From an optimization exercise on the open Yosys and OpenROAD flow, aimed at small area, a short achievable clock period and few clock cycles per item; shortcuts taken in it are not production practice. In this exercise RTL edits were held to simulation tests only and were not proved equivalent to the original. Power is estimated from default activity; no workload was simulated.

## flow/run.sh

```bash
#!/bin/bash
# synth_recipe.tcl (not shown) runs the flow's synth.tcl, then flattens the netlist and writes it again
# the make line also repeats each setting of config.mk as NAME=value (left out here)
make -C /OpenROAD-flow-scripts/flow DESIGN_CONFIG=/design/flow/config.mk WORK_HOME=/design/flow/orfs CLKGATE_MAP_FILE= SYNTH_SCRIPT=/design/flow/synth_recipe.tcl finish
```

## flow/config.mk

```make
export PLATFORM = sky130hd
export DESIGN_NAME = sliding_window_trend_stats_top
export DESIGN_NICKNAME = sliding_window_trend_stats_top
export VERILOG_FILES = /design/flow/design.v
export SDC_FILE = /design/flow/constraint.sdc
export NUM_CORES = 4
export LEC_CHECK = 0
export CAP_MARGIN = 20
export CORE_MARGIN = 2
export CORE_UTILIZATION = 40
export SLEW_MARGIN = 20
```

## flow/constraint.sdc

```tcl
create_clock -name core_clock -period 11.0 [get_ports {clk}]
set_input_delay 2.2000 -clock core_clock [delete_from_list [all_inputs] [get_ports {clk}]]
set_output_delay 2.2000 -clock core_clock [all_outputs]
set_load 0.01 [all_outputs]
```

## flow/design.v

```verilog
package swts_pkg;
  localparam int WindowMaxDef = 64;
  localparam int SampleW      = 8;
  localparam int CountW       = 7;
  localparam int CfgReset     = 10;
  localparam int PredMax      = 110;
  localparam int NumStages = 16;
  typedef struct packed {
    logic               v;
    logic [6:0]         n;
    logic [7:0]         x;
    logic [7:0]         mn, mx;
    logic [13:0]        s;
    logic signed [18:0] t;
    logic               sgn;
    logic [15:0]        d;
    logic [16:0]        d3;
    logic [15:0]        srem;
    logic [17:0]        slow;
    logic [16:0]        q0;
    logic [24:0]        g;
    logic [5:0]         s2;
    logic [5:0]         arem;
    logic [17:0]        alow;
    logic               r1nz;
    logic signed [24:0] f;
    logic [15:0]        avg;
    logic signed [16:0] slope;
    logic [15:0]        pred;
  } pay_t;
  localparam int PayW = 280;   
  function automatic logic [15:0] dtab(input logic [6:0] n);
    case (n)
      7'd2: dtab = 16'd1;
      7'd3: dtab = 16'd4;
      7'd4: dtab = 16'd10;
      7'd5: dtab = 16'd20;
      7'd6: dtab = 16'd35;
      7'd7: dtab = 16'd56;
      7'd8: dtab = 16'd84;
      7'd9: dtab = 16'd120;
      7'd10: dtab = 16'd165;
      7'd11: dtab = 16'd220;
      7'd12: dtab = 16'd286;
      7'd13: dtab = 16'd364;
      7'd14: dtab = 16'd455;
      7'd15: dtab = 16'd560;
      7'd16: dtab = 16'd680;
      7'd17: dtab = 16'd816;
      7'd18: dtab = 16'd969;
      7'd19: dtab = 16'd1140;
      7'd20: dtab = 16'd1330;
      7'd21: dtab = 16'd1540;
      7'd22: dtab = 16'd1771;
      7'd23: dtab = 16'd2024;
      7'd24: dtab = 16'd2300;
      7'd25: dtab = 16'd2600;
      7'd26: dtab = 16'd2925;
      7'd27: dtab = 16'd3276;
      7'd28: dtab = 16'd3654;
      7'd29: dtab = 16'd4060;
      7'd30: dtab = 16'd4495;
      7'd31: dtab = 16'd4960;
      7'd32: dtab = 16'd5456;
      7'd33: dtab = 16'd5984;
      7'd34: dtab = 16'd6545;
      7'd35: dtab = 16'd7140;
      7'd36: dtab = 16'd7770;
      7'd37: dtab = 16'd8436;
      7'd38: dtab = 16'd9139;
      7'd39: dtab = 16'd9880;
      7'd40: dtab = 16'd10660;
      7'd41: dtab = 16'd11480;
      7'd42: dtab = 16'd12341;
      7'd43: dtab = 16'd13244;
      7'd44: dtab = 16'd14190;
      7'd45: dtab = 16'd15180;
      7'd46: dtab = 16'd16215;
      7'd47: dtab = 16'd17296;
      7'd48: dtab = 16'd18424;
      7'd49: dtab = 16'd19600;
      7'd50: dtab = 16'd20825;
      7'd51: dtab = 16'd22100;
      7'd52: dtab = 16'd23426;
      7'd53: dtab = 16'd24804;
      7'd54: dtab = 16'd26235;
      7'd55: dtab = 16'd27720;
      7'd56: dtab = 16'd29260;
      7'd57: dtab = 16'd30856;
      7'd58: dtab = 16'd32509;
      7'd59: dtab = 16'd34220;
      7'd60: dtab = 16'd35990;
      7'd61: dtab = 16'd37820;
      7'd62: dtab = 16'd39711;
      7'd63: dtab = 16'd41664;
      7'd64: dtab = 16'd43680;
      default: dtab = 16'd0;
    endcase
  endfunction
  function automatic logic [7:0] min8(input logic [7:0] a, input logic [7:0] b);
    min8 = (a < b) ? a : b;
  endfunction
  function automatic logic [7:0] max8(input logic [7:0] a, input logic [7:0] b);
    max8 = (a > b) ? a : b;
  endfunction
  function automatic logic [16:0] d3tab(input logic [6:0] n);
    case (n)
      7'd2: d3tab = 17'd3;
      7'd3: d3tab = 17'd12;
      7'd4: d3tab = 17'd30;
      7'd5: d3tab = 17'd60;
      7'd6: d3tab = 17'd105;
      7'd7: d3tab = 17'd168;
      7'd8: d3tab = 17'd252;
      7'd9: d3tab = 17'd360;
      7'd10: d3tab = 17'd495;
      7'd11: d3tab = 17'd660;
      7'd12: d3tab = 17'd858;
      7'd13: d3tab = 17'd1092;
      7'd14: d3tab = 17'd1365;
      7'd15: d3tab = 17'd1680;
      7'd16: d3tab = 17'd2040;
      7'd17: d3tab = 17'd2448;
      7'd18: d3tab = 17'd2907;
      7'd19: d3tab = 17'd3420;
      7'd20: d3tab = 17'd3990;
      7'd21: d3tab = 17'd4620;
      7'd22: d3tab = 17'd5313;
      7'd23: d3tab = 17'd6072;
      7'd24: d3tab = 17'd6900;
      7'd25: d3tab = 17'd7800;
      7'd26: d3tab = 17'd8775;
      7'd27: d3tab = 17'd9828;
      7'd28: d3tab = 17'd10962;
      7'd29: d3tab = 17'd12180;
      7'd30: d3tab = 17'd13485;
      7'd31: d3tab = 17'd14880;
      7'd32: d3tab = 17'd16368;
      7'd33: d3tab = 17'd17952;
      7'd34: d3tab = 17'd19635;
      7'd35: d3tab = 17'd21420;
      7'd36: d3tab = 17'd23310;
      7'd37: d3tab = 17'd25308;
      7'd38: d3tab = 17'd27417;
      7'd39: d3tab = 17'd29640;
      7'd40: d3tab = 17'd31980;
      7'd41: d3tab = 17'd34440;
      7'd42: d3tab = 17'd37023;
      7'd43: d3tab = 17'd39732;
      7'd44: d3tab = 17'd42570;
      7'd45: d3tab = 17'd45540;
      7'd46: d3tab = 17'd48645;
      7'd47: d3tab = 17'd51888;
      7'd48: d3tab = 17'd55272;
      7'd49: d3tab = 17'd58800;
      7'd50: d3tab = 17'd62475;
      7'd51: d3tab = 17'd66300;
      7'd52: d3tab = 17'd70278;
      7'd53: d3tab = 17'd74412;
      7'd54: d3tab = 17'd78705;
      7'd55: d3tab = 17'd83160;
      7'd56: d3tab = 17'd87780;
      7'd57: d3tab = 17'd92568;
      7'd58: d3tab = 17'd97527;
      7'd59: d3tab = 17'd102660;
      7'd60: d3tab = 17'd107970;
      7'd61: d3tab = 17'd113460;
      7'd62: d3tab = 17'd119133;
      7'd63: d3tab = 17'd124992;
      7'd64: d3tab = 17'd131040;
      default: d3tab = 17'd0;
    endcase
  endfunction
  function automatic logic [17:0] r4step(input logic [15:0] rem, input logic [1:0] nb,
                                         input logic [15:0] d, input logic [16:0] d3);
    logic [17:0] r4;
    logic [18:0] s1, s2, s3;
    r4 = {rem, nb};
    s1 = {1'b0, r4} - {3'b0, d};
    s2 = {1'b0, r4} - {2'b0, d, 1'b0};
    s3 = {1'b0, r4} - {2'b0, d3};
    if (!s3[18])      r4step = {2'd3, s3[15:0]};
    else if (!s2[18]) r4step = {2'd2, s2[15:0]};
    else if (!s1[18]) r4step = {2'd1, s1[15:0]};
    else              r4step = {2'd0, r4[15:0]};
  endfunction
  function automatic logic [7:0] avstep(input logic [5:0] rem, input logic [1:0] nb,
                                        input logic [6:0] n);
    logic [7:0] r4, n3;
    logic [8:0] s1, s2, s3;
    r4 = {rem, nb};
    n3 = {1'b0, n} + {n, 1'b0};
    s1 = {1'b0, r4} - {2'b0, n};
    s2 = {1'b0, r4} - {1'b0, n, 1'b0};
    s3 = {1'b0, r4} - {1'b0, n3};
    if (!s3[8])      avstep = {2'd3, s3[5:0]};
    else if (!s2[8]) avstep = {2'd2, s2[5:0]};
    else if (!s1[8]) avstep = {2'd1, s1[5:0]};
    else             avstep = {2'd0, r4[5:0]};
  endfunction
  function automatic pay_t avg2(input pay_t pi);
    pay_t p;
    logic [7:0] av;
    p = pi;
    av     = avstep(p.arem, p.alow[17:16], p.n);
    p.arem = av[5:0];
    p.alow = {p.alow[15:0], av[7:6]};
    avg2 = p;
  endfunction
  function automatic pay_t ustep(input pay_t pi, input int u);
    pay_t p;
    logic [17:0] a;
    logic [17:0] st;
    logic [21:0] n2;
    logic [22:0] q60;
    logic [17:0] ar;
    logic [16:0] mag;
    p = pi;
    if (u == 6) begin
      p.arem = {1'b0, pi.s[13:9]};
      p.alow = {pi.s[8:0], 9'd0};
    end
    if (u >= 6 && u <= 14) p = avg2(p);
    if (u == 0) begin
      p.sgn  = pi.t[18];
      a      = pi.t[18] ? 18'(-pi.t) : 18'(pi.t);
      p.d    = dtab(pi.n);
      p.d3   = d3tab(pi.n);
      p.srem = {7'd0, a[17:9]};
      p.slow = {a[8:0], 9'd0};
    end else if (u <= 9) begin
      st     = r4step(pi.srem, pi.slow[17:16], pi.d, pi.d3);
      p.srem = st[15:0];
      p.slow = {pi.slow[15:0], st[17:16]};
    end else if (u == 10) begin
      p.q0   = pi.slow[16:0];
      n2     = {pi.srem, 6'd0} - {4'd0, pi.srem, 2'd0};
      p.srem = n2[21:6];
      p.s2   = n2[5:0];
      mag    = 17'(({1'b0, pi.slow[16:0]} + 18'd1) >> 1);
      p.slope = pi.sgn ? -$signed(mag) : $signed(mag);
    end else if (u <= 13) begin
      st     = r4step(pi.srem, pi.s2[5:4], pi.d, pi.d3);
      p.srem = st[15:0];
      p.s2   = {pi.s2[3:0], st[17:16]};
      if (u == 11) begin
        q60  = {pi.q0, 6'd0} - {4'd0, pi.q0, 2'd0};
        p.g  = {2'd0, q60};
      end
      if (u == 12) p.g = pi.sgn ? {8'd0, pi.x, 9'd0} - pi.g : {8'd0, pi.x, 9'd0} + pi.g;
    end else if (u == 14) begin
      p.r1nz = |pi.srem;
      p.f    = pi.sgn ? $signed(pi.g - {19'd0, pi.s2} - {24'd0, p.r1nz})
                      : $signed(pi.g + {19'd0, pi.s2});
    end else begin
      ar     = {1'b0, pi.alow[16:0]} + 18'd1;
      p.avg  = ar[16:1];
      if (pi.n < 7'd2) begin
        p.pred  = {pi.x, 8'd0};
        p.slope = '0;
      end else if (pi.f < 0) begin
        p.pred  = '0;
      end else if (pi.f > 25'sd56320 || (pi.f == 25'sd56320 && pi.r1nz)) begin
        p.pred  = 16'(PredMax * 256);
      end else begin
        p.pred  = 16'((pi.f + 25'sd1) >>> 1);
      end
    end
    ustep = p;
  endfunction
endpackage
module sliding_window_trend_stats_top (
  input  logic        clk,
  input  logic        rst_n,
  input  logic        in_valid,
  output logic        in_ready,
  input  logic [7:0]  in_sample_temp,
  output logic        out_valid,
  input  logic        out_ready,
  output logic [6:0]  out_fill_count,
  output logic        out_stats_valid,
  output logic [15:0] out_avg_q8,
  output logic [7:0]  out_min_temp,
  output logic [7:0]  out_max_temp,
  output logic signed [16:0] out_slope_q8,
  output logic [15:0] out_pred_q8,
  input  logic        cfg_we,
  input  logic [6:0]  cfg_wdata
);
  localparam int NS = swts_pkg::NumStages;
  logic [6:0] wlen_r, eff_w;
  always_comb begin
    if (wlen_r < 7'd2) eff_w = 7'd2;
    else if (wlen_r > 7'd64) eff_w = 7'd64;
    else eff_w = wlen_r;
  end
  logic ov_r, sv_r, adv;
  assign adv = ~sv_r;
  logic       iv_r;
  logic [7:0] ix_r;
  logic [6:0] ieff_r;
  logic       pok_r;   
  logic       plt_r;   
  logic       pg2_r;   
  logic       pg4_r;   
  logic       acc;
  assign in_ready = ~iv_r | (adv & pok_r);
  assign acc      = in_valid & in_ready;
  logic [511:0] mem_r;
  logic [5:0]   head_r, tail_r;
  logic [6:0]   n_r;
  logic [7:0]   pmin_r, pmax_r;
  logic [63:0]  bmin_r, bmax_r;
  logic op_go, op_pop, op_push, op_slide, op_wr, pop4, pop2;
  assign op_go    = iv_r & adv;
  assign op_pop   = op_go & ~pok_r;
  assign op_push  = op_go & plt_r;
  assign op_slide = op_go & pok_r & ~plt_r;
  assign op_wr    = op_go & pok_r;
  assign pop4     = pg4_r & (tail_r[2:0] <= 3'd4);
  assign pop2     = ~pop4 & pg2_r & (tail_r[2:0] <= 3'd6);
  logic [2:0] kdrop;
  assign kdrop = pop4 ? 3'd4 : pop2 ? 3'd2 : 3'd1;
  logic [6:0] n_nx;
  always_comb begin
    n_nx = n_r;
    if (op_pop) n_nx = n_r - {4'd0, kdrop};
    else if (op_push) n_nx = n_r + 7'd1;
  end
  logic signed [7:0] gw, gi;
  assign gw = $signed({1'b0, n_r}) - $signed({1'b0, eff_w});
  assign gi = $signed({1'b0, n_r}) - $signed({1'b0, ieff_r});
  function automatic logic [3:0] nflags(input logic signed [7:0] g, input logic dpush,
                                        input logic dpop1, input logic dpop2, input logic dpop4);
    if (dpush)      nflags = {g <= -1, g <= -2, g >= 1, g >= 3};
    else if (dpop1) nflags = {g <= 1,  g <= 0,  g >= 3, g >= 5};
    else if (dpop2) nflags = {g <= 2,  g <= 1,  g >= 4, g >= 6};
    else if (dpop4) nflags = {g <= 4,  g <= 3,  g >= 6, g >= 8};
    else            nflags = {g <= 0,  g <= -1, g >= 2, g >= 4};
  endfunction
  logic [3:0] fl_new, fl_old;
  assign fl_new = nflags(gw, op_push, op_pop & ~pop2 & ~pop4, op_pop & pop2, op_pop & pop4);
  assign fl_old = nflags(gi, op_push, op_pop & ~pop2 & ~pop4, op_pop & pop2, op_pop & pop4);
  logic [63:0] blk;
  logic [7:0]  a0, a1, a2, a3;
  assign blk = mem_r[tail_r[5:3]*64 +: 64];
  assign a0  = blk[tail_r[2:0]*8 +: 8];
  assign a1  = blk[3'(tail_r[2:0] + 3'd1)*8 +: 8];
  assign a2  = blk[3'(tail_r[2:0] + 3'd2)*8 +: 8];
  assign a3  = blk[3'(tail_r[2:0] + 3'd3)*8 +: 8];
  always_ff @(posedge clk) begin
    if (!rst_n) begin
      wlen_r <= 7'(swts_pkg::CfgReset);
      iv_r   <= 1'b0;
      head_r <= '0;
      tail_r <= '0;
      n_r    <= '0;
    end else begin
      if (cfg_we) wlen_r <= cfg_wdata;
      if (acc) iv_r <= 1'b1;
      else if (op_wr) iv_r <= 1'b0;
      if (op_wr) head_r <= head_r + 6'd1;
      if (op_pop) tail_r <= tail_r + {3'd0, kdrop};
      else if (op_slide) tail_r <= tail_r + 6'd1;
      n_r <= n_nx;
    end
  end
  always_ff @(posedge clk) begin
    if (acc) begin
      ix_r   <= in_sample_temp;
      ieff_r <= eff_w;
    end
    {pok_r, plt_r, pg2_r, pg4_r} <= acc ? fl_new : fl_old;
  end
  logic [7:0] wmin, wmax;
  assign wmin = (head_r[2:0] == 3'd0 || ix_r < pmin_r) ? ix_r : pmin_r;
  assign wmax = (head_r[2:0] == 3'd0 || ix_r > pmax_r) ? ix_r : pmax_r;
  always_ff @(posedge clk) begin
    if (op_wr) begin
      for (int j = 0; j < 64; j++)
        if (head_r == 6'(j)) mem_r[j*8 +: 8] <= ix_r;
      pmin_r <= wmin;
      pmax_r <= wmax;
      if (head_r[2:0] == 3'd7)
        for (int b = 0; b < 8; b++)
          if (head_r[5:3] == 3'(b)) begin
            bmin_r[b*8 +: 8] <= wmin;
            bmax_r[b*8 +: 8] <= wmax;
          end
    end
  end
  logic        r1v, r1pop, r1pop2, r1pop4, r1push, r1slide;
  logic [7:0]  b0, b1, b2, b3;
  logic [7:0]  r1x;
  logic [6:0]  r1n;
  logic [63:0] blk_r;
  always_ff @(posedge clk) begin
    if (!rst_n) r1v <= 1'b0;
    else if (adv) r1v <= op_go;
    if (adv) begin
      r1pop   <= ~pok_r;
      r1pop2  <= pop2;
      r1pop4  <= pop4;
      r1push  <= plt_r;
      r1slide <= pok_r & ~plt_r;
      b0      <= a0;
      b1      <= a1;
      b2      <= a2;
      b3      <= a3;
      r1x     <= ix_r;
      r1n     <= n_r;
      blk_r   <= blk;
    end
  end
  logic [1:0]         c2;    
  logic [9:0]         y2;
  logic signed [8:0]  d1, d2;
  always_comb begin
    c2 = 2'd0;
    y2 = {2'd0, r1x};
    d1 = '0;
    d2 = '0;
    if (r1pop) begin
      if (r1pop4) begin
        c2 = 2'd2;
        y2 = (10'(b0) + 10'(b1)) + (10'(b2) + 10'(b3));
        d1 = $signed({1'b0, b0}) - $signed({1'b0, b3});
        d2 = $signed({1'b0, b1}) - $signed({1'b0, b2});
      end else if (r1pop2) begin
        c2 = 2'd1;
        y2 = 10'(b0) + 10'(b1);
        d1 = $signed({1'b0, b0}) - $signed({1'b0, b1});
      end else begin
        y2 = {2'd0, b0};
      end
    end else if (r1slide) begin
      c2 = 2'd1;
      y2 = 10'(b0) + 10'(r1x);
      d1 = $signed({1'b0, b0}) - $signed({1'b0, r1x});
    end
  end
  logic [5:0] hs;
  logic [2:0] hb, hp, tb, tp, kb;
  logic       cont;
  logic [7:0] omask, mmask;
  always_comb begin
    hs   = head_r - 6'd1;
    hb   = hs[5:3];
    hp   = hs[2:0];
    tb   = tail_r[5:3];
    tp   = tail_r[2:0];
    cont = n_r <= {3'd0, hp} + 7'd1;
    kb   = hb - tb;
    for (int p = 0; p < 8; p++) begin
      omask[p] = 3'(p) >= tp && (!cont || 3'(p) <= hp);
      mmask[p] = !cont && (kb == 3'd0 ? 3'(p) != tb : 3'(3'(p) - tb - 3'd1) < kb - 3'd1);
    end
  end
  logic               r2v, r2pop, r2slide, r2p4;
  logic [1:0]         r2c;
  logic [9:0]         r2y;
  logic signed [8:0]  r2d1, r2d2;
  logic [6:0]         r2n, r2nn;
  logic [7:0]         r2x, r2pmn, r2pmx, r2om, r2mm;
  always_ff @(posedge clk) begin
    if (!rst_n) r2v <= 1'b0;
    else if (adv) r2v <= r1v;
    if (adv) begin
      r2pop   <= r1pop;
      r2slide <= r1slide;
      r2p4    <= r1pop & r1pop4;
      r2c     <= c2;
      r2y     <= y2;
      r2d1    <= d1;
      r2d2    <= d2;
      r2n     <= r1n;
      r2nn    <= n_r;
      r2x     <= r1x;
      r2om    <= omask;
      r2mm    <= mmask;
      r2pmn   <= cont ? 8'hff : pmin_r;
      r2pmx   <= cont ? 8'h00 : pmax_r;
    end
  end
  logic [63:0] olo, ohi, mlo, mhi;
  logic [15:0] omn, omx, mmn, mmx;
  logic [9:0][18:0] pp;
  logic [18:0] l1s0, l1c0, l1s1, l1c1, l1s2, l1c2, l2s0, l2c0, l2s1, l2c1, l3s, l3c, l4s, l4c,
               pzs, pzc;
  logic [13:0] ds3;
  always_comb begin
    for (int p = 0; p < 8; p++) begin
      olo[p*8 +: 8] = r2om[p] ? blk_r[p*8 +: 8] : 8'hff;
      ohi[p*8 +: 8] = r2om[p] ? blk_r[p*8 +: 8] : 8'h00;
      mlo[p*8 +: 8] = r2mm[p] ? bmin_r[p*8 +: 8] : 8'hff;
      mhi[p*8 +: 8] = r2mm[p] ? bmax_r[p*8 +: 8] : 8'h00;
    end
    omn = min_tree(olo);
    omx = max_tree(ohi);
    mmn = min_tree(mlo);
    mmx = max_tree(mhi);
    for (int b = 0; b < 7; b++) pp[b] = r2n[b] ? 19'({r2y, 9'd0} >> (9 - b)) : 19'd0;
    pp[7] = 19'(r2d1);
    pp[8] = 19'(r2d2);
    pp[9] = r2p4 ? 19'(r2d1) << 1 : 19'd0;
    {l1s0, l1c0} = csa(pp[0], pp[1], pp[2]);
    {l1s1, l1c1} = csa(pp[3], pp[4], pp[5]);
    {l1s2, l1c2} = csa(pp[6], pp[7], pp[8]);
    {l2s0, l2c0} = csa(l1s0, l1c0, l1s1);
    {l2s1, l2c1} = csa(l1c1, l1s2, l1c2);
    {l3s, l3c}   = csa(l2s0, l2c0, l2s1);
    {l4s, l4c}   = csa(l3s, l3c, l2c1);
    {pzs, pzc}   = csa(l4s, l4c, pp[9]);
    if (r2pop) ds3 = -{4'd0, r2y};
    else if (r2slide) ds3 = -(14'(r2d1));
    else ds3 = {4'd0, r2y};
  end
  function automatic logic [37:0] csa(input logic [18:0] a, input logic [18:0] b,
                                      input logic [18:0] c);
    csa = {a ^ b ^ c, 19'(((a & b) | (a & c) | (b & c)) << 1)};
  endfunction
  logic               r3v, r3pop;
  logic [1:0]         r3c;
  logic [18:0]        r3pzs, r3pzc;
  logic [13:0]        r3ds;
  logic [6:0]         r3nn;
  logic [7:0]         r3x, r3pmn, r3pmx;
  logic [15:0]        r3omn, r3omx, r3mmn, r3mmx;
  always_ff @(posedge clk) begin
    if (!rst_n) r3v <= 1'b0;
    else if (adv) r3v <= r2v;
    if (adv) begin
      r3pop <= r2pop;
      r3c   <= r2c;
      r3pzs <= pzs;
      r3pzc <= pzc;
      r3ds  <= ds3;
      r3nn  <= r2nn;
      r3x   <= r2x;
      r3pmn <= r2pmn;
      r3pmx <= r2pmx;
      r3mmn <= mmn;
      r3mmx <= mmx;
      r3omn <= omn;
      r3omx <= omx;
    end
  end
  logic               r5v, r5pop;
  logic [1:0]         r5c;
  logic [18:0]        r5pz;
  logic [13:0]        r5ds;
  logic [6:0]         r5nn;
  logic [7:0]         r5x, r5pmn, r5pmx, r5omn, r5omx, r5mmn, r5mmx;
  always_ff @(posedge clk) begin
    if (!rst_n) r5v <= 1'b0;
    else if (adv) r5v <= r3v;
    if (adv) begin
      r5pop <= r3pop;
      r5c   <= r3c;
      r5pz  <= r3pzs + r3pzc;
      r5ds  <= r3ds;
      r5nn  <= r3nn;
      r5x   <= r3x;
      r5pmn <= r3pmn;
      r5pmx <= r3pmx;
      r5omn <= swts_pkg::min8(r3omn[15:8], r3omn[7:0]);
      r5omx <= swts_pkg::max8(r3omx[15:8], r3omx[7:0]);
      r5mmn <= swts_pkg::min8(r3mmn[15:8], r3mmn[7:0]);
      r5mmx <= swts_pkg::max8(r3mmx[15:8], r3mmx[7:0]);
    end
  end
  logic [13:0]        s_r;
  logic signed [18:0] t_r;
  logic signed [21:0] t_nx;
  logic [16:0]        cs;
  always_comb begin
    cs   = {3'd0, s_r} << r5c;
    t_nx = 22'(t_r) - $signed({5'd0, cs}) + 22'($signed(r5pz));
  end
  always_ff @(posedge clk) begin
    if (!rst_n) begin
      s_r <= '0;
      t_r <= '0;
    end else if (adv && r5v) begin
      s_r <= s_r + r5ds;
      t_r <= 19'(t_nx);
    end
  end
  logic [7:0] fmn, fmx;
  assign fmn = swts_pkg::min8(r5omn, swts_pkg::min8(r5mmn, r5pmn));
  assign fmx = swts_pkg::max8(r5omx, swts_pkg::max8(r5mmx, r5pmx));
  logic       r4v;
  logic [6:0] r4n;
  logic [7:0] r4x, r4mn, r4mx;
  always_ff @(posedge clk) begin
    if (!rst_n) r4v <= 1'b0;
    else if (adv) r4v <= r5v & ~r5pop;
    if (adv) begin
      r4n  <= r5nn;
      r4x  <= r5x;
      r4mn <= fmn;
      r4mx <= fmx;
    end
  end
  function automatic logic [15:0] min_tree(input logic [63:0] v);
    logic [7:0] a0, a1, a2, a3;
    a0 = swts_pkg::min8(v[7:0],   v[15:8]);
    a1 = swts_pkg::min8(v[23:16], v[31:24]);
    a2 = swts_pkg::min8(v[39:32], v[47:40]);
    a3 = swts_pkg::min8(v[55:48], v[63:56]);
    min_tree = {swts_pkg::min8(a0, a1), swts_pkg::min8(a2, a3)};
  endfunction
  function automatic logic [15:0] max_tree(input logic [63:0] v);
    logic [7:0] a0, a1, a2, a3;
    a0 = swts_pkg::max8(v[7:0],   v[15:8]);
    a1 = swts_pkg::max8(v[23:16], v[31:24]);
    a2 = swts_pkg::max8(v[39:32], v[47:40]);
    a3 = swts_pkg::max8(v[55:48], v[63:56]);
    max_tree = {swts_pkg::max8(a0, a1), swts_pkg::max8(a2, a3)};
  endfunction
  swts_pkg::pay_t pin;
  always_comb begin
    pin    = '0;
    pin.v  = r4v;
    pin.n  = r4n;
    pin.x  = r4x;
    pin.mn = r4mn;
    pin.mx = r4mx;
    pin.s  = s_r;
    pin.t  = t_r;
  end
  localparam int PW = swts_pkg::PayW;
  logic [(NS+1)*PW-1:0] pbv;
  swts_pkg::pay_t pl;
  assign pbv[PW-1:0] = pin;
  for (genvar s = 0; s < NS; s++) begin : g_st
    swts_div_stage #(.S(s), .REG(s < NS - 1)) u_st (
      .clk(clk), .rst_n(rst_n), .en(adv), .d_i(pbv[s*PW +: PW]), .q_o(pbv[(s+1)*PW +: PW])
    );
  end
  assign pl = pbv[NS*PW +: PW];
  logic [72:0] res, out_r, skid_r;
  assign res = {pl.n, pl.n >= 7'd2, pl.avg, pl.mn, pl.mx, pl.slope, pl.pred};
  logic inc, out_en;
  assign inc    = adv & pl.v;
  assign out_en = ~ov_r | out_ready;
  always_ff @(posedge clk) begin
    if (!rst_n) begin
      ov_r <= 1'b0;
      sv_r <= 1'b0;
    end else if (sv_r) begin
      if (out_en) sv_r <= 1'b0;
    end else begin
      if (out_en) ov_r <= inc;
      else if (inc) sv_r <= 1'b1;
    end
  end
  always_ff @(posedge clk) begin
    if (out_en) out_r <= sv_r ? skid_r : res;
    if (!sv_r && !out_en) skid_r <= res;
  end
  assign out_valid = ov_r;
  assign {out_fill_count, out_stats_valid, out_avg_q8, out_min_temp, out_max_temp, out_slope_q8,
          out_pred_q8} = out_r;
endmodule
module swts_div_stage #(
  parameter int S   = 0,
  parameter bit REG = 1
) (
  input  logic           clk,
  input  logic           rst_n,
  input  logic           en,
  input  swts_pkg::pay_t d_i,
  output swts_pkg::pay_t q_o
);
  swts_pkg::pay_t c;
  assign c = swts_pkg::ustep(d_i, S);
  if (REG) begin : g_reg
    always_ff @(posedge clk) begin
      if (en) q_o <= c;
      if (!rst_n) q_o.v <= 1'b0;
    end
  end else begin : g_comb
    assign q_o = c;
  end
endmodule
```

==> out/results.ini, run 1 <==
[yosys]
synth_area_per_cell_um2=12.1
ys.flop_type=edfxtp_1
synth-seq-area-share_pct=54.5
synth_seq_cells=3029
ys_async_sr_fraction_pct=0
syn_area_um2=165000
syn-num-nets=15166
yosys_warnings=17
synth_cell_type_count=102
synth_enable_flop_cells=2943
synth_cells=13659

[route]
drcViolationCount=0
drtAntennaViolNets=0
via_count=101133
wl_per_cell_um=18.8
routed_wl_mm=369
dr.pass1.iters=6
drt-initial-drc-count=7488
viasPerCell=5.16

[cts]
cts.sinks=3029
clockBufferDepth=4
cts-resized-gates=0
cts_setup_buffers=0
holdBufCountCts=0
cts-buffers-inserted=333
htree_levels=5
clk_pin_slew_ns=0.06
clockRootBuffer=clkbuf_16
cts_tree=yes
clk_latency_ns=1.00

[timing]
hold_viol=0
finalCriticalPeriod_ns=5.29
finalSetupViolations=0
final_max_slew_viol_count=0
post-route-period-util_pct=48.1
fin_setup_tns_ns=0
fmax_mhz=189
skew_ns=0.0832
worst_slew_pin_slew_ns=1.17
fin_ws_ns=5.71
slew_headroom_pct=22.0
rsz0062_at_grt=false

[die]
rows=236
die_y_um=647
core_um2=412000
io_pins=95
initial_core_util_pct=40.1
die_width_um=647
dieArea_um2=418000

[critical_path]
cp_max_fo=4
worstSetupPathType=register to output port
required_ns=8.80
startpoint_type=register
cp_data_arrival_time_ns=3.09
crit_path_end_kind=output port

[global_routing]
grt_max_degree=192
antenna_found_initial=9
grt_pass1_wl_mm=573
grtUsageTotal_pct=17.4
overflow=0
grt_pass1_vias=98616

[run_status]
status=timing/DRC/antenna clean

[place]
dpl_cell_area_um2=173000
io_buffers=94
dp_hpwl_mm=272
preCtsSetupSlack_ns=6.00
finalWeightedCongestion=0.887

[cells_and_area]
num-nets-final=15363
drive_gt1_share_pct=7.42
postLayoutCoreUtil_pct=44.6
areaGrowthSynthToFinish_pct=11.3
final_area_um2=184000

[run]
cap_violations=0

[min_path]
hp-class=register to register

[power]
total_power_mw=48.0
power.density_nw_per_um2=261
irDropWorstVdd_mv=0.165
leakage_nw=72.3

cells in the final DEF, fill, tap and decap left out, types with 207 or more instances in the layout:
master / count
o21ai_0: 642
mux2i_1: 335
nand2_1: 1008
xor2_1: 237
inv_1: 1285
nor2b_1: 207
edfxtp_1: 2943
clkbuf_16: 338
nand2b_1: 289
xnor2_1: 515
a21oi_1: 766
a21o_1: 289
ha_1: 1308
nor2_1: 864
Yosys cell counts, drive strengths merged, types with 77 or more instances:
cell type,instances,area [µm²]
xor2,238,2080
nor2,870,3270
nand3,193,971
nor2b,207,1290
ha,1308,16400
fa,179,3580
edfxtp,2943,88400
o21bai,101,758
clkbuf,263,987
o31ai,77,606
mux4,166,3740
mux2i,335,3350
nor3,189,946
nand2,1009,3790
a21o,289,2170
inv,1289,4840
a31oi,158,1020
and2,145,907
a211oi,93,716
nand2b,289,1810
xnor2,515,4510
a21oi,772,3870
o21a,161,1210
dfxtp,86,1720
o21ai,719,3610
mux2,178,2000
power breakdown:
part	internal (mW)	switching, mW
logic	8.62	10.7
clock network	6.59	4.67
registers	15.8	1.62
total	31.0	17.0
logic make-up after synthesis:
logic type / synth area share [%]
compound gates: 11.0
xor+xnor: 3.99
fa+ha+maj: 12.1
buf+inv: 3.72
flops: 54.5
mux: 5.50
simple gates: 9.22
per-layer routing:
metal	wire, µm	up-vias	global-route usage, %
met1	165000	48411	22.9
met2	178000	1855	29.7
li1	-	50302	-
met4	13400	0	6.09
met3	13400	565	1.90
met5	0	-	0
registers in the layout, indices dropped and copies added (netlist names), 19 cells and up:
register and flops:
t_r 19, skid_r 73, out_r 73, bmax_r 64
r5pz 19, blk_r 64, g_st.u_st.q_o 1675, mem_r 512
r3pzs 19, bmin_r 64
area by class of cell:
type / count / area [µm²]
antenna: 3 / 7.51
clock buffer: 429 / 8910
clock inverter: 177 / 2220
fill: 37703 / 228000
inverter: 1293 / 4860
multi-input combinational: 9006 / 69100
sequential: 3029 / 90100
tap: 5474 / 6850
timing repair buffer: 193 / 1790
worst paths after layout:
path                           from                      to  slack (ns)  depth (start not counted)
max                           pok_r                in_ready        5.71                          3
max reg2reg                 r2mm[2]                r3mmx[8]        5.97                         21
min reg2reg  g_st[13].u_st.q_o[271]  g_st[14].u_st.q_o[271]        0.40                          0
min          g_st[13].u_st.q_o[271]  g_st[14].u_st.q_o[271]        0.40                          0
stage by stage:
step,hold WS [ns],instances
after floorplan,0.400,13659
after global placement,0.400,18993
after detailed placement,0.405,18993
after CTS,0.391,19599
after global routing,0.405,19603
final,0.396,19604
worst max-delay path, stage by stage, from the launching register on:
cell             delay, ns
dfxtp_1               0.37
inv_1                 0.13
o21ai_0               0.89
clkdlybuf4s50_1       0.71
Testbench counts, summed over its fixed seeds: cycles 3,338, items 2,560.
==> run 2, diff against run 1 <==
--- a/flow/design.v
+++ b/flow/design.v
@@ -8,4 +8,5 @@
   typedef struct packed {
     logic               v;
+    logic               tag;   
     logic [6:0]         n;
     logic [7:0]         x;
@@ -29,5 +30,5 @@
     logic [15:0]        pred;
   } pay_t;
-  localparam int PayW = 280;   
+  localparam int PayW = 281;   
   function automatic logic [15:0] dtab(input logic [6:0] n);
     case (n)
@@ -295,6 +296,6 @@
     else eff_w = wlen_r;
   end
-  logic ov_r, sv_r, adv;
-  assign adv = ~sv_r;
+  logic ov_r, rc_v, hold_r, adv;
+  assign adv = ~rc_v & ~hold_r;
   logic       iv_r;
   logic [7:0] ix_r;
@@ -622,5 +623,5 @@
   always_comb begin
     pin    = '0;
-    pin.v  = r4v;
+    pin.v  = r4v & adv;
     pin.n  = r4n;
     pin.x  = r4x;
@@ -632,31 +633,49 @@
   localparam int PW = swts_pkg::PayW;
   logic [(NS+1)*PW-1:0] pbv;
-  swts_pkg::pay_t pl;
-  assign pbv[PW-1:0] = pin;
+  swts_pkg::pay_t pl, rc, p0;
+  assign p0 = rc_v ? rc : pin;
+  assign pbv[PW-1:0] = p0;
   for (genvar s = 0; s < NS; s++) begin : g_st
     swts_div_stage #(.S(s), .REG(s < NS - 1)) u_st (
-      .clk(clk), .rst_n(rst_n), .en(adv), .d_i(pbv[s*PW +: PW]), .q_o(pbv[(s+1)*PW +: PW])
+      .clk(clk), .rst_n(rst_n), .d_i(pbv[s*PW +: PW]), .q_o(pbv[(s+1)*PW +: PW])
     );
   end
   assign pl = pbv[NS*PW +: PW];
-  logic [72:0] res, out_r, skid_r;
+  logic [72:0] res, out_r;
   assign res = {pl.n, pl.n >= 7'd2, pl.avg, pl.mn, pl.mx, pl.slope, pl.pred};
-  logic inc, out_en;
-  assign inc    = adv & pl.v;
-  assign out_en = ~ov_r | out_ready;
+  logic       out_free, deliver, recirc;
+  logic [3:0] cnt_r;
+  logic [4:0] tcnt_r, tcnt_nx;
+  assign out_free = ~ov_r | out_ready;
+  assign deliver  = pl.v & out_free & (cnt_r == 4'd0);
+  assign recirc   = pl.v & ~deliver;
+  assign tcnt_nx  = tcnt_r + {4'd0, recirc & ~pl.tag} - {4'd0, deliver & pl.tag};
   always_ff @(posedge clk) begin
     if (!rst_n) begin
-      ov_r <= 1'b0;
-      sv_r <= 1'b0;
-    end else if (sv_r) begin
-      if (out_en) sv_r <= 1'b0;
+      ov_r   <= 1'b0;
+      rc_v   <= 1'b0;
+      cnt_r  <= '0;
+      tcnt_r <= '0;
+      hold_r <= 1'b0;
     end else begin
-      if (out_en) ov_r <= inc;
-      else if (inc) sv_r <= 1'b1;
+      if (out_free) ov_r <= deliver;
+      rc_v <= recirc;
+      if (recirc && cnt_r == 4'd0) cnt_r <= 4'(NS - 1);
+      else if (cnt_r != 4'd0) cnt_r <= cnt_r - 4'd1;
+      tcnt_r <= tcnt_nx;
+      hold_r <= tcnt_nx != 5'd0;
     end
   end
   always_ff @(posedge clk) begin
-    if (out_en) out_r <= sv_r ? skid_r : res;
-    if (!sv_r && !out_en) skid_r <= res;
+    if (out_free) out_r <= res;
+    rc     <= '0;
+    rc.v   <= 1'b1;
+    rc.tag <= 1'b1;
+    rc.n   <= pl.n;
+    rc.x   <= pl.x;
+    rc.mn  <= pl.mn;
+    rc.mx  <= pl.mx;
+    rc.s   <= pl.s;
+    rc.t   <= pl.t;
   end
   assign out_valid = ov_r;
@@ -670,5 +689,4 @@
   input  logic           clk,
   input  logic           rst_n,
-  input  logic           en,
   input  swts_pkg::pay_t d_i,
   output swts_pkg::pay_t q_o
@@ -678,5 +696,5 @@
   if (REG) begin : g_reg
     always_ff @(posedge clk) begin
-      if (en) q_o <= c;
+      q_o <= c;
       if (!rst_n) q_o.v <= 1'b0;
     end
==> flow/flow/run.sh (new file) <==
#!/bin/bash
set -euo pipefail
MARGIN=${SWTS_SETUP_MARGIN:-7.0}
bash standard.sh synth > synth.log 2>&1
bash standard.sh SETUP_SLACK_MARGIN=$MARGIN finish > layout.log 2>&1
==> flow/standard.sh (new file) <==
#!/bin/bash
# synth_recipe.tcl (not shown) runs the flow's synth.tcl, then flattens the netlist and writes it again
# the make line also repeats each setting of config.mk as NAME=value (left out here)
make -C /OpenROAD-flow-scripts/flow DESIGN_CONFIG=/design/flow/config.mk WORK_HOME=/design/flow/orfs CLKGATE_MAP_FILE= SYNTH_SCRIPT=/design/flow/synth_recipe.tcl "${@:-finish}"
removed: flow/run.sh
==> out/results.ini, run 2 <==
[yosys]
synth_cell_type_count=109
yosys_warnings=17
yosys.cell_count.top_type=dfxtp_1
ys_async_sr_fraction_pct=0
syn-num-nets=15607
synth_enable_flop_cells=1210
synth_cells=14096
synth_top_cells_by_count=2,211 x dfxtp_1, 1,311 x ha_1, 1,227 x inv_1
synth_area_per_cell_um2=11.1
syn_area_um2=156000
yosys-top-cells-area=dfxtp_1 28%, edfxtp_1 23%, ha_1 11%
synth_top_area_share_pct=28.4
yosysTopAreaCell=dfxtp_1
synth-seq-area-share_pct=51.7
ys.flop_type=dfxtp_1
synth_seq_cells=3421

[route]
drt-met1-wl_mm=167
wl_met3_mm=18.3
drt-initial-drc-count=6912
drcViolationCount=0
drtAntennaViolNets=0
wl_per_cell_um=18.3
dr.pass1.iters=6
viasPerCell=5.09
dr.max_layer_used=met5
routed_wl_mm=365
via_count=101677
dr_wl_met2_mm=169

[run_status]
status=timing/DRC/antenna clean

[cells_and_area]
layout_common_cells=2,200 x dfxtp_1, 1,305 x ha_1, 1,223 x inv_1
largest_register_ffs=2066
drive_gt1_share_pct=9.54
areaGrowthSynthToFinish_pct=13.7
layout_commonest_cell=dfxtp_1
fillers=35800
final_area_um2=177000
regMostFlops=g_st.u_st.q_o
reg_top3=g_st.u_st.q_o: 2066 flops, mem_r: 512 flops, out_r: 73 flops
num-nets-final=15993

[timing]
fmax_mhz=243
whs_ns=0.266
rsz0062_at_grt=true
worst_slew_pin_slew_ns=1.18
skew_ns=0.0644
fin_setup_tns_ns=0
slew_headroom_pct=21.1
final_max_slew_viol_count=0
hold_viol=0
finalCriticalPeriod_ns=4.12
finalSetupViolations=0
post-route-period-util_pct=37.5

[global_routing]
grt_pass1_wl_mm=563
grtUsageTotal_pct=17.9
grt_max_degree=77
grt_pass1_vias=97671
overflow=0
antenna_found_initial=33

[power]
irDropWorstVdd_mv=0.179
leakage_nw=71.9
power.density_nw_per_um2=281

[cts]
holdBufCountCts=0
cts.sinks=3421
clockRootBuffer=clkbuf_16
cts_tree=yes
htree_levels=5
clk_pin_slew_ns=0.06
clockBufferDepth=4
clk_latency_ns=0.95
cts-buffers-inserted=356

[critical_path]
required_ns=8.80
startpoint_type=register
cp_data_arrival_time_ns=1.92
crit_path_end_kind=output port
cp_max_fo=8
r2r-start=r2mm[1]
r2r_setup_slack_ns=7.12
timing.rr.end=r3mmn[9]
worstSetupPathType=register to output port
r2r_cells=16

[place]
io_buffers=94
dp_hpwl_mm=268
dpl_cell_area_um2=163000
finalWeightedCongestion=0.916

[die]
die_y_um=628
core_um2=389000
rows=229
die_width_um=628
initial_core_util_pct=40.1
dieArea_um2=395000
io_pins=95

[run]
cap_violations=0

[min_path]
min_to=g_st[14].u_st.q_o[23]
worst_hold_path.num_cells=0
hp-class=register to register
hold_start=g_st[13].u_st.q_o[23]

==> run 2: changes by cell type after synthesis, moves of 29 or more <==
cell,previous run,this run
inv_1,1287,1227
o211ai_1,76,121
o21a_1,161,194
o21ai_1,74,33
clkbuf_1,263,230
o21ai_0,643,686
mux2_2,178,125
mux2i_1,335,271
a31oi_1,155,195
edfxtp_1,2943,1210
nor2_1,869,932
dfxtp_1,86,2211
nand2_1,1009,980
==> run 2: metal layers <==
metal | global-route usage [%] | vias up
li1 | - | 50535
met1 | 24.2 | 48332
met2 | 29.7 | 2189
met3 | 2.70 | 605
met4 | 5.13 | 16
met5 | 0 | -
==> run 2: repair_timing <==
action,in CTS,in global routing
setup buffers,84,101
setup endpoints to repair,273,162
gates resized for setup,132,152
gates cloned,2,5
pin swaps,6,27
==> run 2: power by group <==
part	switching (mW)	internal [mW]	total [mW]	leakage (nW)
Clock	5.14	7.05	12.2	5.87
Sequential	1.60	15.7	17.3	30.1
Combinational	11.1	9.19	20.3	35.9
==> run 2: cell families (layout without fill, tap and decap cells) <==
group           count (synthesis)  after routing  share of synthesized area, %
simple gates                 3311           3311                          10.0
compound gates               2973           2974                          12.2
buf+inv                      1568           2250                          3.83
xor+xnor                      769            769                          4.32
fa+ha+maj                    1491           1491                          12.8
mux                           563            563                          5.05
flops                        3421           3421                          51.7
other cells                     0              6                             0
==> run 2: how the worst max path moves through the flow <==
stage,from,end,slack (ns),cells past startpoint
final,hold_r,in_ready,6.88,5
after global routing,hold_r,in_ready,6.76,5
after global placement,out_ready,hold_r,5.96,13
after detailed placement,out_ready,hold_r,5.99,13
after CTS,hold_r,in_ready,6.70,5
after floorplan,out_ready,hold_r,6.56,12
==> run 2: final cells by class <==
class	instances	area [µm²]	area share [%]
Timing Repair inverter	3	43.8	0.0247
Timing Repair Buffer	363	3100	1.75
Clock inverter	191	2130	1.20
Antenna cell	6	15.0	0.00848
Sequential cell	3421	80600	45.5
Tap cell	5197	6500	3.67
Inverter	1229	4650	2.62
Multi-Input combinational cell	9108	70100	39.6
Clock buffer	464	9930	5.61
==> run 2: critical path: stages, from the launching register on <==
cell	delay (ns)
dfxtp_2	0.32
or2_4	0.31
clkinv_16	0.09
nand2_4	0.05
nand2_4	0.07
buf_6	0.12
==> run 2: metrics by stage <==
step	util (%)	power, mW	std cells	setup WS, ns
2_1_floorplan	-	32.2	14096	6.56
3_3_place_gp	41.9	36.5	19128	5.96
3_5_place_dp	41.9	36.8	19129	5.99
4_1_cts	45.2	49.5	19870	6.70
5_1_grt	45.6	53.4	19980	6.76
6_report	45.6	49.8	19982	6.88
Testbench counts of run 2, summed over its fixed seeds: cycles 3,338, items 2,560.
==> run 3, diff against run 2 <==
--- a/flow/design.v
+++ b/flow/design.v
@@ -298,4 +298,7 @@
   logic ov_r, rc_v, hold_r, adv;
   assign adv = ~rc_v & ~hold_r;
+  logic       out_free, deliver, recirc;
+  logic [3:0] cnt_r;
+  logic [4:0] tcnt_r, tcnt_nx;
   logic       iv_r;
   logic [7:0] ix_r;
@@ -306,5 +309,6 @@
   logic       pg4_r;   
   logic       acc;
-  assign in_ready = ~iv_r | (adv & pok_r);
+  logic       in_ready_r;   
+  assign in_ready = in_ready_r;
   assign acc      = in_valid & in_ready;
   logic [511:0] mem_r;
@@ -354,4 +358,5 @@
       wlen_r <= 7'(swts_pkg::CfgReset);
       iv_r   <= 1'b0;
+      in_ready_r <= 1'b1;
       head_r <= '0;
       tail_r <= '0;
@@ -361,4 +366,5 @@
       if (acc) iv_r <= 1'b1;
       else if (op_wr) iv_r <= 1'b0;
+      in_ready_r <= ~(acc | (iv_r & ~op_wr)) | (~recirc & (tcnt_nx == 5'd0) & (acc ? fl_new[3] : fl_old[3]));
       if (op_wr) head_r <= head_r + 6'd1;
       if (op_pop) tail_r <= tail_r + {3'd0, kdrop};
@@ -644,7 +650,4 @@
   logic [72:0] res, out_r;
   assign res = {pl.n, pl.n >= 7'd2, pl.avg, pl.mn, pl.mx, pl.slope, pl.pred};
-  logic       out_free, deliver, recirc;
-  logic [3:0] cnt_r;
-  logic [4:0] tcnt_r, tcnt_nx;
   assign out_free = ~ov_r | out_ready;
   assign deliver  = pl.v & out_free & (cnt_r == 4'd0);
==> flow/flow/run.sh (replaced) <==
#!/bin/bash
set -euo pipefail
MARGIN=${SWTS_SETUP_MARGIN:-7.5}
bash standard.sh synth > synth.log 2>&1
bash standard.sh SETUP_SLACK_MARGIN=$MARGIN finish > layout.log 2>&1
==> out/results.ini, run 3 <==
[critical_path]
r2r_cells=20
r2r_setup_slack_ns=7.23
worstSetupPathType=register to register
crit_path_end_kind=register
slowest_delay_ns=0.44
crit_chain=buf_6 > nand2_4 > inv_4 > ha_4 > nor2b_4 > o21a_1 > o21ai_1 > nand2b_1 > a21oi_2 > o21ai_2 > o21ai_4 > buf_6 > buf_4 > mux2i_1 > ha_1 > a21o_1 > a21oi_1 > o21ai_1 > o21ai_4 > mux2_4
slowest_stage=edfxtp_1
startpoint_type=register
cp_max_fo=4
r2r-start=r2om[4]
timing.rr.end=r3omx[0]
required_ns=11.72
cp_data_arrival_time_ns=4.49

[timing]
hold_viol=0
fin_setup_tns_ns=0
worst_slew_pin_slew_ns=1.12
finalCriticalPeriod_ns=3.77
rsz0062_at_grt=true
slew_headroom_pct=23.7
finalSetupViolations=0
fin_ws_ns=7.23
skew_ns=0.0753
post-route-period-util_pct=34.3
whs_ns=0.278
fmax_mhz=265
final_max_slew_viol_count=0

[global_routing]
overflow=0
grtUsageTotal_pct=17.9
antenna_found_initial=13
grt_pass1_vias=99260
grt_pass1_wl_mm=563
grt_max_degree=84

[place]
finalWeightedCongestion=0.886
io_buffers=94
dpl_cell_area_um2=163000
place_inst=19088
dp_hpwl_mm=259
preCtsSetupSlack_ns=5.83

[yosys]
synth_top_cells_by_count=2,212 x dfxtp_1, 1,312 x ha_1, 1,210 x edfxtp_1
yosys.area_share.simple_pct=9.95
synth_top_family_by_area=adder cells
ys_async_sr_fraction_pct=0
yosys_warnings=17
syn-num-nets=15586
synth_compound_area_share_pct=12.5
yosys-top-cells-area=dfxtp_1 29%, edfxtp_1 23%, ha_1 11%
yosysTopAreaCell=dfxtp_1
synth_fa_ha_area_share_pct=12.9
yosys.cell_count.top_type=dfxtp_1
synth_top_area_share_pct=28.5
synth_cells=14074
synth-seq-area-share_pct=51.9
syn_area_um2=155000
synth_enable_flop_cells=1210
synth_cell_type_count=105
ys.flop_type=dfxtp_1
synth_area_per_cell_um2=11.0
synth_xor_area_share_pct=4.32
muxShareOfSynthArea_pct=4.68
synth_seq_cells=3422

[die]
core_um2=386000
io_pins=95
rows=228
die_width_um=627
dieArea_um2=393000
die_y_um=627
initial_core_util_pct=40.2

[route]
routed_wl_mm=364
dr.pass1.iters=8
viasPerCell=5.07
drcViolationCount=0
wl_per_cell_um=18.1
drtAntennaViolNets=0
via_count=102051
drt-initial-drc-count=6867

[cells_and_area]
areaGrowthSynthToFinish_pct=16.1
largest_register_ffs=2066
drive_gt1_share_pct=13.9
num-nets-final=16124
layout_common_cells=2,181 x dfxtp_1, 1,259 x ha_1, 1,210 x edfxtp_1
finalNonFillerCells=20115
multiInputGateArea_um2=71900
fillers=35223
layout_commonest_cell=dfxtp_1
final_area_um2=180000
regMostFlops=g_st.u_st.q_o
ff_latch_area_um2=80700
reg_top3=g_st.u_st.q_o: 2066 flops, mem_r: 512 flops, out_r: 73 flops

[cts]
clockBufferDepth=4
cts-buffers-inserted=358
cts.sinks=3422
clk_latency_ns=0.97
htree_levels=5
clockRootBuffer=clkbuf_16
holdBufCountCts=0
clk_pin_slew_ns=0.06
cts_tree=yes

[run_status]
status=timing/DRC/antenna clean

[min_path]
worst_hold_path.num_cells=0
min_to=g_st[1].u_st.q_o[227]
hold_start=g_st[0].u_st.q_o[227]
hp-class=register to register

[power]
irDropWorstVdd_mv=0.164
power.density_nw_per_um2=289
leakage_nw=72.5

[run]
cap_violations=0

[run 3: per-layer routing]
layer / GRT usage (%) / part of all wire (%) / up-vias
li1: - / - / 50880
met1: 24.5 / 46 / 48480
met2: 29.5 / 46 / 2090
met3: 2.00 / 4.3 / 599
met4: 6.30 / 3.5 / 2
met5: 0 / 0.0030 / -
[run 3: final cells by class]
cell class | instances | area share [%]
repair inverters | 3 | 0.0125
clock inverters | 205 | 1.36
diodes | 30 | 0.0416
multi-input cells | 9127 | 39.8
clock buffers | 453 | 5.42
well taps | 5175 | 3.59
inverters | 1189 | 2.51
repair buffers | 511 | 2.50
flip-flops and latches | 3422 | 44.7
[run 3: how the worst max path moves through the flow]
stage / from / cells past startpoint / slack, ns / end
final: r2om[4] / 20 / 7.23 / r3omx[0]
after global routing: r2om[7] / 21 / 7.12 / r3omx[0]
after CTS: out_r[15] / 1 / 7.16 / out_pred_q8[15]
after detailed placement: rc_v / 6 / 5.83 / r3mmx[13]
after global placement: rc_v / 6 / 5.89 / r3mmx[13]
after floorplan: out_ready / 11 / 5.65 / in_ready_r
[run 3: cell families (layout without fill, tap and decap cells)]
family                     count (synthesis)  count (layout)
AOI/OAI and AO/OA                       3045            3055
other                                      0              30
DFF                                     3422            3422
and+or+nand+nor                         3314            3314
muxes                                    500             500
xor gates and xnor gates                 766             766
buffers and inverters                   1535            2361
adders and majority gates               1492            1492
[run 3: what timing repair did]
action                                   CTS  global route
pin swaps                                133           190
gates cloned                              14             9
gates resized for setup                  658           439
endpoints found under the setup margin  1014           647
buffers inserted                         208           108
[run 3: power breakdown]
part           total (mW)  switching [mW]  leakage, nW  internal (mW)
clock                12.3            5.20         5.91           7.10
combinational        22.5            12.2         36.4           10.2
sequential           17.4            1.57         30.2           15.8
[run 3: worst max-delay path, delay by kind of cell (launching register included)]
kind / cells / cell delay, ns
compound gates: 9 / 1.17
fa+ha+maj: 2 / 0.53
buf+inv: 4 / 0.45
flops: 1 / 0.44
mux: 2 / 0.65
simple gates: 3 / 0.27
[run 3: through the flow]
step / util, % / total power, mW
floorplan: - / 33.0
global placement: 42.1 / 37.3
detailed placement: 42.1 / 37.6
CTS: 46.0 / 51.3
global route: 46.7 / 55.9
finish: 46.7 / 52.1
Testbench counts of run 3, summed over its fixed seeds: cycles 3,338, items 2,560.
==> run 4, diff against run 3 <==
--- a/flow/config.mk
+++ b/flow/config.mk
@@ -9,3 +9,5 @@
 export CORE_MARGIN = 2
 export CORE_UTILIZATION = 40
+export CTS_CLUSTER_DIAMETER = 100
+export CTS_CLUSTER_SIZE = 24
 export SLEW_MARGIN = 20
==> out/results.ini, run 4 <==
[place]
finalWeightedCongestion=0.886
preCtsSetupSlack_ns=5.83
place_inst=19088
io_buffers=94
dp_hpwl_mm=259

[critical_path]
required_ns=11.68
worstSetupPathType=register to register
cp_max_fo=8
cp_data_arrival_time_ns=4.45
r2r_cells=19
slowest_delay_ns=0.52
r2r_setup_slack_ns=7.22
crit_path_end_kind=register
crit_chain=buf_12 > buf_8 > buf_4 > nand2_2 > inv_2 > ha_4 > and3_1 > nand3_2 > o21ai_4 > buf_6 > mux2i_4 > ha_4 > nor2b_4 > o21ai_2 > nand2b_1 > a21oi_2 > o21ai_2 > o21a_4 > mux2_4
cp-startpoint=r2mm[6]
slowest_stage=edfxtp_1
cp_top_family=compound AO/OA/AOI/OAI gates
critical_path_depth=19
r2r-start=r2mm[6]
path_buf_inv=5
timing.rr.end=r3mmx[7]
startpoint_type=register
critPathCapture=r3mmx[7]

[global_routing]
grt_max_degree=84
grt_pass1_vias=97211
overflow=0
antenna_found_initial=15
grt_pass1_wl_mm=554
grtUsageTotal_pct=17.7

[route]
dr_wl_met2_mm=167
dr.pass1.iters=6
via_count=101021
drt-met1-wl_mm=168
drtAntennaViolNets=0
routed_wl_mm=361
viasPerCell=5.11
drcViolationCount=0
wl_per_cell_um=18.3
drt-initial-drc-count=6623
dr.max_layer_used=met5
wl_met3_mm=13.9

[cts]
clk_pin_slew_ns=0.10
holdBufCountCts=0
cts.sinks=3422
clockRootBuffer=clkbuf_16
cts-buffers-inserted=178
clk_latency_ns=0.96
cts_tree=yes
htree_levels=4
clockBufferDepth=4

[power]
swShare_pct=38.2
combPwrFrac_pct=47.9
intPower_mw=29.3
leakage_nw=69.4
clkPwrFrac_pct=15.6
power.density_nw_per_um2=272
power_switching_mw=18.1
irDropWorstVdd_mv=0.151
seqPwrFrac_pct=36.5

[die]
die_width_um=627
core_um2=386000
initial_core_util_pct=40.2
rows=228
io_pins=95
dieArea_um2=393000
die_y_um=627

[cells_and_area]
drive_gt1_share_pct=12.6
finalNonFillerCells=19754
postLayoutCoreUtil_pct=45.1
areaGrowthSynthToFinish_pct=12.2
regMostFlops=g_st.u_st.q_o
fillers=35740
reg_top3=g_st.u_st.q_o: 2066 flops, mem_r: 512 flops, out_r: 73 flops
num-nets-final=15960
largest_register_ffs=2066
layout_commonest_cell=dfxtp_1
layout_common_cells=2,177 x dfxtp_1, 1,241 x ha_1, 1,210 x edfxtp_1

[yosys]
yosysTopAreaCell=dfxtp_1
syn-num-nets=15586
synth_top_area_share_pct=28.5
syn_area_um2=155000
yosys.cell_count.top_type=dfxtp_1
synth_enable_flop_cells=1210
synth-seq-area-share_pct=51.9
synth_top_cells_by_count=2,212 x dfxtp_1, 1,312 x ha_1, 1,210 x edfxtp_1
ys.flop_type=dfxtp_1
synth_cells=14074
ys_async_sr_fraction_pct=0
yosys_warnings=17
yosys-top-cells-area=dfxtp_1 29%, edfxtp_1 23%, ha_1 11%
synth_cell_type_count=105
synth_area_per_cell_um2=11.0
synth_seq_cells=3422

[timing]
fin_setup_tns_ns=0
rsz0062_at_grt=true
finalSetupViolations=0
slew_headroom_pct=25.6
finalCriticalPeriod_ns=3.78
fmax_mhz=265
post-route-period-util_pct=34.3
worst_slew_pin_slew_ns=1.09
fin_ws_ns=7.22
hold_viol=0
final_max_slew_viol_count=0
skew_ns=0.0962

[run]
cap_violations=0

[run_status]
status=timing/DRC/antenna clean

[min_path]
hp-class=register to register

run 4: cell counts after synthesis:
No cell type changed its count.
run 4: per-stage QoR:
step | cell area (µm²) | hold WS (ns) | power, mW
after global routing | 174000 | 0.280 | 51.1
after CTS | 171000 | 0.273 | 46.3
after detailed placement | 163000 | 0.312 | 37.6
final | 174000 | 0.278 | 47.5
after global placement | 163000 | 0.310 | 37.3
after floorplan | 156000 | 0.310 | 33.0
run 4: how the worst min path moves through the flow:
stage / start / end / slack, ns / cells past startpoint
2_1_floorplan: g_st[9].u_st.q_o[182] / g_st[10].u_st.q_o[182] / 0.31 / 0
3_3_place_gp: g_st[2].u_st.q_o[234] / g_st[3].u_st.q_o[234] / 0.31 / 0
3_5_place_dp: g_st[9].u_st.q_o[244] / g_st[10].u_st.q_o[244] / 0.31 / 0
4_1_cts: g_st[4].u_st.q_o[241] / g_st[5].u_st.q_o[241] / 0.27 / 0
5_1_grt: g_st[4].u_st.q_o[241] / g_st[5].u_st.q_o[241] / 0.28 / 0
6_report: g_st[4].u_st.q_o[241] / g_st[5].u_st.q_o[241] / 0.28 / 0
run 4: kinds of logic after synthesis:
family / Yosys count / synth area share (%)
DFF: 3422 / 51.9
and+or+nand+nor: 3314 / 9.95
AOI/OAI and AO/OA: 3045 / 12.5
buffers and inverters: 1535 / 3.78
adders and majority gates: 1492 / 12.9
xor gates and xnor gates: 766 / 4.32
muxes: 500 / 4.68
run 4: final cells by class:
class / instances / area (µm²) / area share (%)
antenna: 29 / 72.6 / 0.0416
clock buffer: 230 / 4670 / 2.68
multi-input combinational: 9128 / 72400 / 41.5
clock inverter: 52 / 777 / 0.446
timing repair buffer: 526 / 4700 / 2.70
sequential: 3422 / 80700 / 46.3
timing repair inverter: 3 / 22.5 / 0.0129
tap: 5175 / 6470 / 3.71
inverter: 1189 / 4520 / 2.59
run 4: what timing repair did:
item                        CTS  global route
resized for setup           703           551
hold endpoints to repair      0             0
pin swaps                   160           233
setup buffers               213           115
cloned                       11            15
setup endpoints to repair  1013           536
run 4: routing by layer:
metal / vias to the layer above / track usage [%]
li1: 50309 / -
met1: 48310 / 24.4
met2: 1887 / 29.1
met3: 509 / 1.86
met4: 6 / 5.65
met5: - / 0.123
run 4: power groups by stage:
| stage | logic [mW] | clock network [mW] | registers, mW |
|---|---|---|---|
| floorplan | 16.1 | 0 | 16.9 |
| global placement | 19.6 | 0 | 17.7 |
| detailed placement | 19.9 | 0 | 17.7 |
| CTS | 21.3 | 7.67 | 17.4 |
| global route | 25.4 | 8.10 | 17.6 |
| finish | 22.7 | 7.39 | 17.3 |
==> run 5, diff against run 4 <==
--- a/flow/config.mk
+++ b/flow/config.mk
@@ -10,4 +10,4 @@
 export CORE_UTILIZATION = 40
 export CTS_CLUSTER_DIAMETER = 100
-export CTS_CLUSTER_SIZE = 24
+export CTS_CLUSTER_SIZE = 20
 export SLEW_MARGIN = 20
==> out/results.ini, run 5 <==
[run_status]
status=timing/DRC/antenna clean

[die]
dieArea_um2=393000
io_pins=95
rows=228
die_y_um=627
initial_core_util_pct=40.2
core_um2=386000
die_width_um=627

[critical_path]
critical_path_depth=1
slowest_stage=edfxtp_1
crit_chain=buf_2
path_buf_inv=1
worstSetupPathType=register to output port
cp_top_family=flip-flops
startpoint_type=register
cp_data_arrival_time_ns=1.61
r2r_cells=23
slowest_delay_ns=0.45
required_ns=8.80
cp_max_fo=1
crit_path_end_kind=output port

[yosys]
synth_cell_type_count=105
synth_seq_cells=3422
yosysTopAreaCell=dfxtp_1
synth-seq-area-share_pct=51.9
yosys.cell_count.top_type=dfxtp_1
syn-num-nets=15586
ys.flop_type=dfxtp_1
ys_async_sr_fraction_pct=0
synth_area_per_cell_um2=11.0
syn_area_um2=155000
yosys_warnings=17
yosys-top-cells-area=dfxtp_1 29%, edfxtp_1 23%, ha_1 11%
synth_top_area_share_pct=28.5
synth_enable_flop_cells=1210
synth_cells=14074
synth_top_cells_by_count=2,212 x dfxtp_1, 1,312 x ha_1, 1,210 x edfxtp_1

[timing]
fin_setup_tns_ns=0
whs_ns=0.249
slew_headroom_pct=24.4
finalCriticalPeriod_ns=3.81
final_max_slew_viol_count=0
skew_ns=0.105
rsz0062_at_grt=true
hold_viol=0
fmax_mhz=262
worst_slew_pin_slew_ns=1.12
finalSetupViolations=0
fin_ws_ns=7.19
post-route-period-util_pct=34.6

[cells_and_area]
finalNonFillerCells=19802
final_area_um2=175000
regMostFlops=g_st.u_st.q_o
layout_commonest_cell=dfxtp_1
postLayoutCoreUtil_pct=45.2
num-nets-final=15998
reg_top3=g_st.u_st.q_o: 2066 flops, mem_r: 512 flops, out_r: 73 flops
layout_common_cells=2,182 x dfxtp_1, 1,251 x ha_1, 1,210 x edfxtp_1
largest_register_ffs=2066
drive_gt1_share_pct=12.3
areaGrowthSynthToFinish_pct=12.5

[route]
wl_per_cell_um=18.2
routed_wl_mm=361
viasPerCell=5.11
drt-initial-drc-count=6740
dr.pass1.iters=6
drtAntennaViolNets=0
via_count=101101
drcViolationCount=0

[power]
power.density_nw_per_um2=274
irDropWorstVdd_mv=0.208
leakage_nw=69.7
total_power_mw=47.8

[place]
place_inst=19088
dpl_cell_area_um2=163000
preCtsSetupSlack_ns=5.83
io_buffers=94
dp_hpwl_mm=259
finalWeightedCongestion=0.886

[cts]
clockRootBuffer=clkbuf_16
clk_latency_ns=1.00
clockBufferDepth=4
cts.sinks=3422
cts-buffers-inserted=203
htree_levels=4
cts_tree=yes
clk_pin_slew_ns=0.09

[global_routing]
grt_max_degree=84
overflow=0
antenna_found_initial=15
grt_pass1_vias=97590
grtUsageTotal_pct=17.8
grt_pass1_wl_mm=557

[run]
cap_violations=0

[min_path]
worst_hold_path.num_cells=0
hp-class=register to register

[run 5: cell counts after synthesis]
Identical to the previous run, type by type.
[run 5: cell type report]
| class | instances | area (µm²) |
|---|---|---|
| antenna | 28 | 70.1 |
| clock buffer | 282 | 5450 |
| timing repair buffer | 539 | 4760 |
| tap | 5175 | 6470 |
| clock inverter | 36 | 584 |
| multi-input combinational | 9128 | 72200 |
| inverter | 1189 | 4510 |
| timing repair inverter | 3 | 22.5 |
| sequential | 3422 | 80700 |
| fill | 35762 | 211000 |
[run 5: power breakdown]
| group | switching [mW] | internal, mW | leakage [nW] |
|---|---|---|---|
| Sequential | 1.58 | 15.8 | 30.2 |
| Clock | 4.24 | 3.59 | 2.89 |
| Combinational | 12.3 | 10.3 | 36.6 |
| Total | 18.1 | 29.7 | 69.7 |
[run 5: kinds of logic (layout without fill, tap and decap cells)]
group                    Yosys count  after routing  synth area share, %
AND/OR/NAND/NOR                 3314           3314                 9.95
flip-flops                      3422           3422                 51.9
other                              0             28                    0
AO/OA/AOI/OAI                   3045           3056                 12.5
adder cells (fa/ha/maj)         1492           1492                 12.9
multiplexers                     500            500                 4.68
buffers and inverters           1535           2049                 3.78
XOR/XNOR                         766            766                 4.32
[run 5: final timing paths]
| kind | start | end | slack (ns) |
|---|---|---|---|
| min | g_st[8].u_st.q_o[218] | g_st[9].u_st.q_o[218] | 0.25 |
| min reg2reg | g_st[8].u_st.q_o[218] | g_st[9].u_st.q_o[218] | 0.25 |
| max reg2reg | r2om[4] | r3omx[0] | 7.23 |
| max | out_r[15] | out_pred_q8[15] | 7.19 |
[run 5: worst register-to-register path: stages (launching register included)]
cell      delay [ns]
edfxtp_1        0.41
buf_6           0.12
nand2_4         0.06
buf_6           0.11
buf_4           0.11
buf_4           0.12
buf_4           0.12
buf_4           0.12
buf_4           0.12
buf_4           0.12
buf_4           0.12
buf_4           0.12
buf_4           0.12
buf_4           0.13
mux2i_4         0.20
ha_4            0.24
nor2b_4         0.12
o21a_1          0.16
o21ai_1         0.12
nand2b_1        0.09
a21oi_2         0.17
o21ai_2         0.09
o21ai_4         0.11
mux2_4          0.32
[run 5: what timing repair did]
action	4_1_cts	5_1_grt
setup buffers	226	114
pin swaps	132	193
hold buffers	0	0
endpoints found under the setup margin	1000	535
cloned	17	10
gates resized for setup	701	462
endpoints found under the hold margin	0	0
[run 5: per-layer routing]
layer,share of wire (%),vias to the layer above,track usage (%)
li1,-,50383,-
met1,46,48324,24.3
met2,46,1905,29.4
met3,4.1,481,1.88
met4,3.2,8,5.73
met5,0.029,-,0.123

re-timing with driven ports:
Ports are ideal in the flow. The routed layouts listed here were re-timed in OpenROAD.
Step 1 (the two cells are an assumption about what drives the block):
set clk [get_ports {clk}]
set_driving_cell -lib_cell sky130_fd_sc_hd__clkbuf_16 $clk
set_driving_cell -lib_cell sky130_fd_sc_hd__buf_2 [delete_from_list [all_inputs] $clk]
Step 2 times the ports against the registers' clock, not the clock port: input delays grow and output delays shrink by t, the midpoint of the rising clock arrivals with the driver on.
Three values: ideal, step 1, step 2; two values: the first two.
| run | shift t [ns] | setup WS [ns] | worst setup path after step 2 |
|---|---|---|---|
| run 1 | 1.059 | 5.712 / 5.600 / 5.968 | register to register |
| run 2 | 1.028 | 6.877 / 6.771 / 6.077 | input to register |
| run 3 | 1.046 | 7.227 / 7.172 / 6.666 | input to register |
| run 4 | 1.008 | 7.224 / 7.161 / 6.604 | input to register |
| run 5 | 1.047 | 7.190 / 7.084 / 6.596 | input to register |
After both steps setup and hold are still met in every run listed. The setup slack of run 2, which loses most, moves by -0.106 ns with the drivers and by -0.800 ns with both steps.
